Source: an optimization exercise on an open RTL-to-GDS flow (aim: small area and a short achievable clock period). Production flows keep margins and buffers that such runs may drop.
In this exercise RTL edits were held to simulation tests only and were not proved equivalent to the original.
Power is estimated from default activity; no workload was simulated.

==> run E <==
==> flow/design.v <==
module axi_burst_buffer #(
  parameter int DATA_W    = 64,
  parameter int DEPTH     = 32,
  parameter int BURST_LEN = 16,
  localparam int PW       = $clog2(DEPTH)
) (
  input  logic                  ACLK,
  input  logic                  ARESET,
  input  logic                  s_RVALID,
  input  logic [DATA_W-1:0]     s_RDATA,
  input  logic                  s_RLAST,
  output logic                  s_RREADY,
  output logic                  m_WVALID,
  output logic [DATA_W-1:0]     m_WDATA,
  output logic [DATA_W/8-1:0]   m_WSTRB,
  output logic                  m_WLAST,
  input  logic                  m_WREADY,
  input  logic                  flush,
  output logic [PW:0]           level,
  output logic [PW:0]           burst_cnt,
  output logic                  burst_avail,
  output logic                  len_err
);
  localparam int BW = (BURST_LEN > 1) ? $clog2(BURST_LEN) : 1;
  localparam int RN = DEPTH - 1;             
  localparam int RW = $clog2(RN);            
  localparam logic [RW-1:0] R_LAST = RW'(RN - 1);
  localparam logic [BW-1:0] IDX_LAST = BW'(BURST_LEN - 1);
  logic [DATA_W:0] ring [RN];
  logic [DATA_W:0] head;
  logic [RW-1:0]   wr;
  logic [RN-1:0]   rsel;         
  logic            hv;           
  logic            ring_empty;   
  logic            full_o;       
  logic            nfull;        
  logic            full_n;
  logic            empty_o;      
  logic [BW-1:0]   beat_idx;
  logic            clr;
  logic            push;
  logic            pop;
  logic            wr_adv;
  logic            rd_adv;
  logic [DATA_W:0] din;
  logic [DATA_W:0] rdata;
  logic [RN-1:0]   wdec;
  logic [PW:0]     level_n;
  logic [PW:0]     bcnt_n;
  assign clr   = ARESET || flush;
  assign din   = {s_RLAST, s_RDATA};
  assign s_RREADY = !(full_o || ARESET);
  assign m_WVALID = !(empty_o || ARESET);
  assign m_WDATA  = head[DATA_W-1:0];
  assign m_WLAST  = head[DATA_W];
  assign m_WSTRB  = '1;
  assign push = s_RVALID && nfull && !ARESET;
  assign pop  = hv && m_WREADY && !ARESET;
  assign wr_adv = push && hv && !(m_WREADY && ring_empty);
  assign rd_adv = pop && !ring_empty;
  for (genvar i = 0; i < RN; i++) begin : g_ring
    always_ff @(posedge ACLK) begin
      if (nfull && wdec[i]) begin
        ring[i] <= din;
      end
    end
    assign wdec[i] = (wr == RW'(i));
  end
  logic hold;
  logic take_in;
  logic [RN-1:0] take_ring;
  assign hold      = hv && !m_WREADY;
  assign take_in   = ring_empty && !hold;
  assign take_ring = rsel & {RN{!hold}};
  localparam int NT = RN + 2;
  localparam int NG = (NT + 2) / 3;
  logic [3*NG-1:0] tsel;
  assign tsel = {{(3*NG-NT){1'b0}}, take_ring, take_in, hold};
  for (genvar b = 0; b < DATA_W + 1; b++) begin : g_rd
    logic [3*NG-1:0] tdat;
    logic [NG-1:0]   grp_n;
    always_comb begin
      tdat = '0;
      tdat[0] = head[b];
      tdat[1] = din[b];
      for (int i = 0; i < RN; i++) tdat[2+i] = ring[i][b];
    end
    for (genvar g = 0; g < NG; g++) begin : g_grp
      bb_aoi3 u_aoi (.s(tsel[3*g +: 3]), .d(tdat[3*g +: 3]), .y_n(grp_n[g]));
    end
    assign rdata[b] = !(&grp_n);
  end
  always_ff @(posedge ACLK) begin
    head <= rdata;
  end
  logic inc, dec, binc, bdec;
  logic lv1, lv2, lv31, bc1;
  logic ring_empty_n;
  assign inc  = push && !pop;
  assign dec  = pop && !push;
  assign binc = (push && s_RLAST) && !(pop && head[DATA_W]);
  assign bdec = (pop && head[DATA_W]) && !(push && s_RLAST);
  assign lv1  = hv && ring_empty;                   
  assign lv2  = (level == (PW+1)'(2));
  assign lv31 = (level == (PW+1)'(DEPTH - 1));
  assign bc1  = (burst_cnt == (PW+1)'(1));
  assign level_n = inc ? level + 1'b1 : (dec ? level - 1'b1 : level);
  assign bcnt_n  = binc ? burst_cnt + 1'b1 : (bdec ? burst_cnt - 1'b1 : burst_cnt);
  assign full_n  = (!nfull && !dec) || (lv31 && inc);
  assign ring_empty_n = !hv || (lv1 && !inc) || (lv2 && dec);
  always_ff @(posedge ACLK) begin
    if (clr) begin
      wr          <= '0;
      rsel        <= '0;
      level       <= '0;
      hv          <= 1'b0;
      ring_empty  <= 1'b1;
      full_o      <= 1'b0;
      nfull       <= 1'b1;
      empty_o     <= 1'b1;
      burst_cnt   <= '0;
      burst_avail <= 1'b0;
      beat_idx    <= '0;
      len_err     <= 1'b0;
    end else begin
      if (wr_adv) wr <= (wr == R_LAST) ? '0 : wr + 1'b1;
      if (ring_empty_n)    rsel <= '0;
      else if (ring_empty) rsel <= wdec;
      else if (rd_adv)     rsel <= {rsel[RN-2:0], rsel[RN-1]};
      level       <= level_n;
      hv          <= !((!hv && !push) || (lv1 && dec));
      empty_o     <= (!hv && !push) || (lv1 && dec);
      ring_empty  <= ring_empty_n;
      full_o      <= full_n;
      nfull       <= !full_n;
      burst_cnt   <= bcnt_n;
      burst_avail <= !((!burst_avail && !binc) || (bc1 && bdec));
      if (push) begin
        if (s_RLAST || beat_idx == IDX_LAST) beat_idx <= '0;
        else                                 beat_idx <= beat_idx + 1'b1;
        if (s_RLAST != (beat_idx == IDX_LAST)) len_err <= 1'b1;
      end
    end
  end
endmodule
module bb_aoi3 (
  input  logic [2:0] s,
  input  logic [2:0] d,
  output logic       y_n
);
  assign y_n = !(|(s & d));
endmodule
==> flow/flow/run.sh <==
#!/bin/bash
set -uo pipefail
W=$(pwd)
bash "$W/standard.sh" \
  "BUFFER_PORTS_ARGS=-buffer_cell sky130_fd_sc_hd__buf_2" \
  finish > "$W/flow_make.log" 2>&1
rc=$?
cp -r "$W/orfs/logs" "$W/tool_logs" 2>/dev/null || true
exit $rc
==> flow/standard.sh <==
#!/bin/bash
# synth_recipe.tcl (not shown) runs the flow's synth.tcl, then flattens the netlist and writes it again
# the make line also repeats each setting of config.mk as NAME=value (left out here)
make -C /OpenROAD-flow-scripts/flow DESIGN_CONFIG=/design/flow/config.mk WORK_HOME=/design/flow/orfs CLKGATE_MAP_FILE= SYNTH_SCRIPT=/design/flow/synth_recipe.tcl "${@:-finish}"
==> flow/config.mk <==
export PLATFORM = sky130hd
export DESIGN_NAME = axi_burst_buffer
export DESIGN_NICKNAME = axi_burst_buffer
export VERILOG_FILES = /design/flow/design.v
export SDC_FILE = /design/flow/constraint.sdc
export NUM_CORES = 4
export LEC_CHECK = 0
export CAP_MARGIN = 20
export CORE_MARGIN = 2
export CORE_UTILIZATION = 62
export CTS_CLUSTER_DIAMETER = 70
export CTS_CLUSTER_SIZE = 20
export SETUP_SLACK_MARGIN = 2.6
export SLEW_MARGIN = 20
export SYNTH_HIERARCHICAL = 1
export TNS_END_PERCENT = 100
==> flow/constraint.sdc <==
create_clock -name core_clock -period 4.8 [get_ports {ACLK}]
set_input_delay 0.9600 -clock core_clock [delete_from_list [all_inputs] [get_ports {ACLK}]]
set_output_delay 0.9600 -clock core_clock [all_outputs]
set_load 0.01 [all_outputs]
==> run F (differences from run E) <==
==> flow/design.v (replaced) <==
module axi_burst_buffer #(
  parameter int DATA_W    = 64,
  parameter int DEPTH     = 32,
  parameter int BURST_LEN = 16,
  localparam int PW       = $clog2(DEPTH)
) (
  input  logic                  ACLK,
  input  logic                  ARESET,
  input  logic                  s_RVALID,
  input  logic [DATA_W-1:0]     s_RDATA,
  input  logic                  s_RLAST,
  output logic                  s_RREADY,
  output logic                  m_WVALID,
  output logic [DATA_W-1:0]     m_WDATA,
  output logic [DATA_W/8-1:0]   m_WSTRB,
  output logic                  m_WLAST,
  input  logic                  m_WREADY,
  input  logic                  flush,
  output logic [PW:0]           level,
  output logic [PW:0]           burst_cnt,
  output logic                  burst_avail,
  output logic                  len_err
);
  localparam int BW = (BURST_LEN > 1) ? $clog2(BURST_LEN) : 1;
  localparam int RN = DEPTH - 1;             
  localparam int RW = $clog2(RN);            
  localparam logic [RW-1:0] R_LAST = RW'(RN - 1);
  localparam logic [BW-1:0] IDX_LAST = BW'(BURST_LEN - 1);
  logic [DATA_W:0] ring [RN];
  logic [DATA_W:0] head;
  logic [RW-1:0]   wr;
  logic [RN-1:0]   rsel;         
  logic            hv;           
  logic            ring_empty;   
  logic            full;         
  logic [BW-1:0]   beat_idx;
  logic            clr;
  logic            push;
  logic            pop;
  logic            wr_adv;
  logic            rd_adv;
  logic [DATA_W:0] din;
  logic [DATA_W:0] rdata;
  logic [RN-1:0]   wdec;
  logic [PW:0]     level_n;
  logic [PW:0]     bcnt_n;
  assign clr   = ARESET || flush;
  assign din   = {s_RLAST, s_RDATA};
  assign s_RREADY = !full && !ARESET;
  assign m_WVALID = hv && !ARESET;
  assign m_WDATA  = head[DATA_W-1:0];
  assign m_WLAST  = head[DATA_W];
  assign m_WSTRB  = '1;
  assign push = s_RVALID && s_RREADY;
  assign pop  = m_WVALID && m_WREADY;
  assign wr_adv = push && hv && !(m_WREADY && ring_empty);
  assign rd_adv = pop && !ring_empty;
  for (genvar i = 0; i < RN; i++) begin : g_ring
    always_ff @(posedge ACLK) begin
      if (!full && wdec[i]) begin
        ring[i] <= din;
      end
    end
    assign wdec[i] = (wr == RW'(i));
  end
  always_comb begin
    rdata = {(DATA_W+1){ring_empty}} & din;
    for (int i = 0; i < RN; i++) begin
      rdata = rdata | ({(DATA_W+1){rsel[i]}} & ring[i]);
    end
  end
  always_ff @(posedge ACLK) begin
    if (!hv || m_WREADY) begin
      head <= rdata;
    end
  end
  assign level_n = level + {{PW{1'b0}}, push} - {{PW{1'b0}}, pop};
  assign bcnt_n  = burst_cnt + {{PW{1'b0}}, push && s_RLAST}
                             - {{PW{1'b0}}, pop && head[DATA_W]};
  always_ff @(posedge ACLK) begin
    if (clr) begin
      wr          <= '0;
      rsel        <= '0;
      level       <= '0;
      hv          <= 1'b0;
      ring_empty  <= 1'b1;
      full        <= 1'b0;
      burst_cnt   <= '0;
      burst_avail <= 1'b0;
      beat_idx    <= '0;
      len_err     <= 1'b0;
    end else begin
      if (wr_adv) wr <= (wr == R_LAST) ? '0 : wr + 1'b1;
      if (level_n[PW:1] == '0) rsel <= '0;
      else if (ring_empty)     rsel <= wdec;
      else if (rd_adv)         rsel <= {rsel[RN-2:0], rsel[RN-1]};
      level       <= level_n;
      hv          <= (level_n != '0);
      ring_empty  <= (level_n[PW:1] == '0);
      full        <= level_n[PW];
      burst_cnt   <= bcnt_n;
      burst_avail <= (bcnt_n != '0);
      if (push) begin
        if (s_RLAST || beat_idx == IDX_LAST) beat_idx <= '0;
        else                                 beat_idx <= beat_idx + 1'b1;
        if (s_RLAST != (beat_idx == IDX_LAST)) len_err <= 1'b1;
      end
    end
  end
endmodule
==> flow/run.sh (new file) <==
#!/bin/bash
# synth_recipe.tcl (not shown) runs the flow's synth.tcl, then flattens the netlist and writes it again
# the make line also repeats each setting of config.mk as NAME=value (left out here)
make -C /OpenROAD-flow-scripts/flow DESIGN_CONFIG=/design/flow/config.mk WORK_HOME=/design/flow/orfs CLKGATE_MAP_FILE= SYNTH_SCRIPT=/design/flow/synth_recipe.tcl finish
==> flow/config.mk (replaced) <==
export PLATFORM = sky130hd
export DESIGN_NAME = axi_burst_buffer
export DESIGN_NICKNAME = axi_burst_buffer
export VERILOG_FILES = /design/flow/design.v
export SDC_FILE = /design/flow/constraint.sdc
export NUM_CORES = 4
export LEC_CHECK = 0
export CAP_MARGIN = 20
export CORE_MARGIN = 2
export CORE_UTILIZATION = 40
export SLEW_MARGIN = 20
removed: flow/flow/run.sh
removed: flow/standard.sh
==> run D (differences from run E) <==
--- a/flow/design.v
+++ b/flow/design.v
@@ -32,10 +32,7 @@
   logic [RN-1:0]   rsel;         
   logic            hv;           
   logic            ring_empty;   
-  logic            full_o;       
-  logic            nfull;        
-  logic            full_n;
-  logic            empty_o;      
+  logic            full;         
   logic [BW-1:0]   beat_idx;
   logic            clr;
   logic            push;
@@ -49,18 +46,18 @@
   logic [PW:0]     bcnt_n;
   assign clr   = ARESET || flush;
   assign din   = {s_RLAST, s_RDATA};
-  assign s_RREADY = !(full_o || ARESET);
-  assign m_WVALID = !(empty_o || ARESET);
+  assign s_RREADY = !full && !ARESET;
+  assign m_WVALID = hv && !ARESET;
   assign m_WDATA  = head[DATA_W-1:0];
   assign m_WLAST  = head[DATA_W];
   assign m_WSTRB  = '1;
-  assign push = s_RVALID && nfull && !ARESET;
-  assign pop  = hv && m_WREADY && !ARESET;
+  assign push = s_RVALID && s_RREADY;
+  assign pop  = m_WVALID && m_WREADY;
   assign wr_adv = push && hv && !(m_WREADY && ring_empty);
   assign rd_adv = pop && !ring_empty;
   for (genvar i = 0; i < RN; i++) begin : g_ring
     always_ff @(posedge ACLK) begin
-      if (nfull && wdec[i]) begin
+      if (!full && wdec[i]) begin
         ring[i] <= din;
       end
     end
@@ -72,23 +69,11 @@
   assign hold      = hv && !m_WREADY;
   assign take_in   = ring_empty && !hold;
   assign take_ring = rsel & {RN{!hold}};
-  localparam int NT = RN + 2;
-  localparam int NG = (NT + 2) / 3;
-  logic [3*NG-1:0] tsel;
-  assign tsel = {{(3*NG-NT){1'b0}}, take_ring, take_in, hold};
-  for (genvar b = 0; b < DATA_W + 1; b++) begin : g_rd
-    logic [3*NG-1:0] tdat;
-    logic [NG-1:0]   grp_n;
-    always_comb begin
-      tdat = '0;
-      tdat[0] = head[b];
-      tdat[1] = din[b];
-      for (int i = 0; i < RN; i++) tdat[2+i] = ring[i][b];
+  always_comb begin
+    rdata = ({(DATA_W+1){hold}} & head) | ({(DATA_W+1){take_in}} & din);
+    for (int i = 0; i < RN; i++) begin
+      rdata = rdata | ({(DATA_W+1){take_ring[i]}} & ring[i]);
     end
-    for (genvar g = 0; g < NG; g++) begin : g_grp
-      bb_aoi3 u_aoi (.s(tsel[3*g +: 3]), .d(tdat[3*g +: 3]), .y_n(grp_n[g]));
-    end
-    assign rdata[b] = !(&grp_n);
   end
   always_ff @(posedge ACLK) begin
     head <= rdata;
@@ -106,7 +91,6 @@
   assign bc1  = (burst_cnt == (PW+1)'(1));
   assign level_n = inc ? level + 1'b1 : (dec ? level - 1'b1 : level);
   assign bcnt_n  = binc ? burst_cnt + 1'b1 : (bdec ? burst_cnt - 1'b1 : burst_cnt);
-  assign full_n  = (!nfull && !dec) || (lv31 && inc);
   assign ring_empty_n = !hv || (lv1 && !inc) || (lv2 && dec);
   always_ff @(posedge ACLK) begin
     if (clr) begin
@@ -115,9 +99,7 @@
       level       <= '0;
       hv          <= 1'b0;
       ring_empty  <= 1'b1;
-      full_o      <= 1'b0;
-      nfull       <= 1'b1;
-      empty_o     <= 1'b1;
+      full        <= 1'b0;
       burst_cnt   <= '0;
       burst_avail <= 1'b0;
       beat_idx    <= '0;
@@ -129,10 +111,8 @@
       else if (rd_adv)     rsel <= {rsel[RN-2:0], rsel[RN-1]};
       level       <= level_n;
       hv          <= !((!hv && !push) || (lv1 && dec));
-      empty_o     <= (!hv && !push) || (lv1 && dec);
       ring_empty  <= ring_empty_n;
-      full_o      <= full_n;
-      nfull       <= !full_n;
+      full        <= (full && !dec) || (lv31 && inc);
       burst_cnt   <= bcnt_n;
       burst_avail <= !((!burst_avail && !binc) || (bc1 && bdec));
       if (push) begin
@@ -143,10 +123,3 @@
     end
   end
 endmodule
-module bb_aoi3 (
-  input  logic [2:0] s,
-  input  logic [2:0] d,
-  output logic       y_n
-);
-  assign y_n = !(|(s & d));
-endmodule
--- a/flow/config.mk
+++ b/flow/config.mk
@@ -7,10 +7,9 @@
 export LEC_CHECK = 0
 export CAP_MARGIN = 20
 export CORE_MARGIN = 2
-export CORE_UTILIZATION = 62
+export CORE_UTILIZATION = 55
 export CTS_CLUSTER_DIAMETER = 70
 export CTS_CLUSTER_SIZE = 20
-export SETUP_SLACK_MARGIN = 2.6
+export SETUP_SLACK_MARGIN = 2.5
 export SLEW_MARGIN = 20
-export SYNTH_HIERARCHICAL = 1
 export TNS_END_PERCENT = 100
==> run R (differences from run E) <==
--- a/flow/design.v
+++ b/flow/design.v
@@ -32,10 +32,7 @@
   logic [RN-1:0]   rsel;         
   logic            hv;           
   logic            ring_empty;   
-  logic            full_o;       
-  logic            nfull;        
-  logic            full_n;
-  logic            empty_o;      
+  logic            full;         
   logic [BW-1:0]   beat_idx;
   logic            clr;
   logic            push;
@@ -49,49 +46,33 @@
   logic [PW:0]     bcnt_n;
   assign clr   = ARESET || flush;
   assign din   = {s_RLAST, s_RDATA};
-  assign s_RREADY = !(full_o || ARESET);
-  assign m_WVALID = !(empty_o || ARESET);
+  assign s_RREADY = !full && !ARESET;
+  assign m_WVALID = hv && !ARESET;
   assign m_WDATA  = head[DATA_W-1:0];
   assign m_WLAST  = head[DATA_W];
   assign m_WSTRB  = '1;
-  assign push = s_RVALID && nfull && !ARESET;
-  assign pop  = hv && m_WREADY && !ARESET;
+  assign push = s_RVALID && s_RREADY;
+  assign pop  = m_WVALID && m_WREADY;
   assign wr_adv = push && hv && !(m_WREADY && ring_empty);
   assign rd_adv = pop && !ring_empty;
   for (genvar i = 0; i < RN; i++) begin : g_ring
     always_ff @(posedge ACLK) begin
-      if (nfull && wdec[i]) begin
+      if (!full && wdec[i]) begin
         ring[i] <= din;
       end
     end
     assign wdec[i] = (wr == RW'(i));
   end
-  logic hold;
-  logic take_in;
-  logic [RN-1:0] take_ring;
-  assign hold      = hv && !m_WREADY;
-  assign take_in   = ring_empty && !hold;
-  assign take_ring = rsel & {RN{!hold}};
-  localparam int NT = RN + 2;
-  localparam int NG = (NT + 2) / 3;
-  logic [3*NG-1:0] tsel;
-  assign tsel = {{(3*NG-NT){1'b0}}, take_ring, take_in, hold};
-  for (genvar b = 0; b < DATA_W + 1; b++) begin : g_rd
-    logic [3*NG-1:0] tdat;
-    logic [NG-1:0]   grp_n;
-    always_comb begin
-      tdat = '0;
-      tdat[0] = head[b];
-      tdat[1] = din[b];
-      for (int i = 0; i < RN; i++) tdat[2+i] = ring[i][b];
+  always_comb begin
+    rdata = {(DATA_W+1){ring_empty}} & din;
+    for (int i = 0; i < RN; i++) begin
+      rdata = rdata | ({(DATA_W+1){rsel[i]}} & ring[i]);
     end
-    for (genvar g = 0; g < NG; g++) begin : g_grp
-      bb_aoi3 u_aoi (.s(tsel[3*g +: 3]), .d(tdat[3*g +: 3]), .y_n(grp_n[g]));
-    end
-    assign rdata[b] = !(&grp_n);
   end
   always_ff @(posedge ACLK) begin
-    head <= rdata;
+    if (!hv || m_WREADY) begin
+      head <= rdata;
+    end
   end
   logic inc, dec, binc, bdec;
   logic lv1, lv2, lv31, bc1;
@@ -106,7 +87,6 @@
   assign bc1  = (burst_cnt == (PW+1)'(1));
   assign level_n = inc ? level + 1'b1 : (dec ? level - 1'b1 : level);
   assign bcnt_n  = binc ? burst_cnt + 1'b1 : (bdec ? burst_cnt - 1'b1 : burst_cnt);
-  assign full_n  = (!nfull && !dec) || (lv31 && inc);
   assign ring_empty_n = !hv || (lv1 && !inc) || (lv2 && dec);
   always_ff @(posedge ACLK) begin
     if (clr) begin
@@ -115,9 +95,7 @@
       level       <= '0;
       hv          <= 1'b0;
       ring_empty  <= 1'b1;
-      full_o      <= 1'b0;
-      nfull       <= 1'b1;
-      empty_o     <= 1'b1;
+      full        <= 1'b0;
       burst_cnt   <= '0;
       burst_avail <= 1'b0;
       beat_idx    <= '0;
@@ -129,10 +107,8 @@
       else if (rd_adv)     rsel <= {rsel[RN-2:0], rsel[RN-1]};
       level       <= level_n;
       hv          <= !((!hv && !push) || (lv1 && dec));
-      empty_o     <= (!hv && !push) || (lv1 && dec);
       ring_empty  <= ring_empty_n;
-      full_o      <= full_n;
-      nfull       <= !full_n;
+      full        <= (full && !dec) || (lv31 && inc);
       burst_cnt   <= bcnt_n;
       burst_avail <= !((!burst_avail && !binc) || (bc1 && bdec));
       if (push) begin
@@ -143,10 +119,3 @@
     end
   end
 endmodule
-module bb_aoi3 (
-  input  logic [2:0] s,
-  input  logic [2:0] d,
-  output logic       y_n
-);
-  assign y_n = !(|(s & d));
-endmodule
==> flow/run.sh (new file) <==
#!/bin/bash
# synth_recipe.tcl (not shown) runs the flow's synth.tcl, then flattens the netlist and writes it again
# the make line also repeats each setting of config.mk as NAME=value (left out here)
make -C /OpenROAD-flow-scripts/flow DESIGN_CONFIG=/design/flow/config.mk WORK_HOME=/design/flow/orfs CLKGATE_MAP_FILE= SYNTH_SCRIPT=/design/flow/synth_recipe.tcl finish
==> flow/config.mk (replaced) <==
export PLATFORM = sky130hd
export DESIGN_NAME = axi_burst_buffer
export DESIGN_NICKNAME = axi_burst_buffer
export VERILOG_FILES = /design/flow/design.v
export SDC_FILE = /design/flow/constraint.sdc
export NUM_CORES = 4
export LEC_CHECK = 0
export CAP_MARGIN = 20
export CORE_MARGIN = 2
export CORE_UTILIZATION = 55
export SETUP_SLACK_MARGIN = 2.4
export SLEW_MARGIN = 20
export TNS_END_PERCENT = 100
removed: flow/flow/run.sh
removed: flow/standard.sh
==> qor summary <==
Smallest setup slack after layout: run R 2260 ps; run D 2470 ps; run E 2400 ps; run F 1310 ps
Routed vias/inst: run R 7.22; run D 7.36; run E 8.06; run F 6.45
Hold Path Sink: run R beat_idx[1]; run D len_err; run E head[0]; run F beat_idx[1]
Status: run R timing/DRC/antenna clean; run D timing/DRC/antenna clean; run E timing/DRC/antenna clean; run F timing/DRC/antenna clean
Die Outline Area: run R 0.142 mm²; run D 0.142 mm²; run E 0.123 mm²; run F 0.195 mm²
Area after DPL: run R 0.0815 mm²; run D 0.0803 mm²; run E 0.0784 mm²; run F 0.0820 mm²
Number of flops mapped to enable cells by yosys: run R 2080; run D 2015; run E 2015; run F 2080
P_int: run R 29.6 mW; run D 26.4 mW; run E 25.8 mW; run F 30.2 mW
Shortest period the worst path allows: run R 2540 ps; run D 2330 ps; run E 2400 ps; run F 3490 ps
Starting utilization of the core area: run R 55.6%; run D 55.5%; run E 62.3%; run F 40.2%
Unrepaired setup endpoints after global routing: run R true; run D true; run E true; run F false
Count of synthesis-stage warnings from yosys: run R 2; run D 2; run E 8; run F 2
Fin Hold WS: run R 493 ps; run D 466 ps; run E 478 ps; run F 490 ps
Average size of a mapped cell: run R 18.9 µm²; run D 18.2 µm²; run E 20.9 µm²; run F 18.8 µm²
Clock Skews: run R 19.0 ps; run D 27.4 ps; run E 42.9 ps; run F 25.5 ps
#FFs+latches synth: run R 2137; run D 2137; run E 2139; run F 2136
Initial antenna violation count: run R 20; run D 23; run E 26; run F 20
Total of clock buffers placed in the layout: run R 249; run D 199; run E 207; run F 260
Max IR drop VDD: run R 0.342 mV; run D 0.377 mV; run E 0.336 mV; run F 0.325 mV

-- port drivers added, routing unchanged --
How much do the figures lean on ideal ports? The routed layouts below were timed once more, with nothing changed but the port constraints.
Step 1: set_driving_cell puts a clkbuf_16 on ACLK and a buf_2 on each other input, an assumption about the parent block.
Step 2 moves the port delays by t, midway between the first and last clock arrival at a register: inputs arrive t later, outputs are due t later. That takes back most of the time a late clock gives input paths.
a / b / c = ideal ports / drivers / drivers and shift; a / b = the first two.
run | t (ns) | setup slack, ns | clock arrival spread, ns
run E | 0.830 | 2.396 / 2.396 / 1.617 | 0.047 / 0.047
run F | 0.912 | 1.308 / 1.361 / 0.449 | 0.026 / 0.026
run D | 0.865 | 2.467 / 2.381 / 1.802 | 0.030 / 0.031
run R | 0.923 | 2.262 / 2.177 / 1.563 | 0.023 / 0.023
After both steps setup and hold are still met in every run listed. The setup slack of run F, which loses most, moves by +0.053 ns with the drivers and by -0.859 ns with both steps.
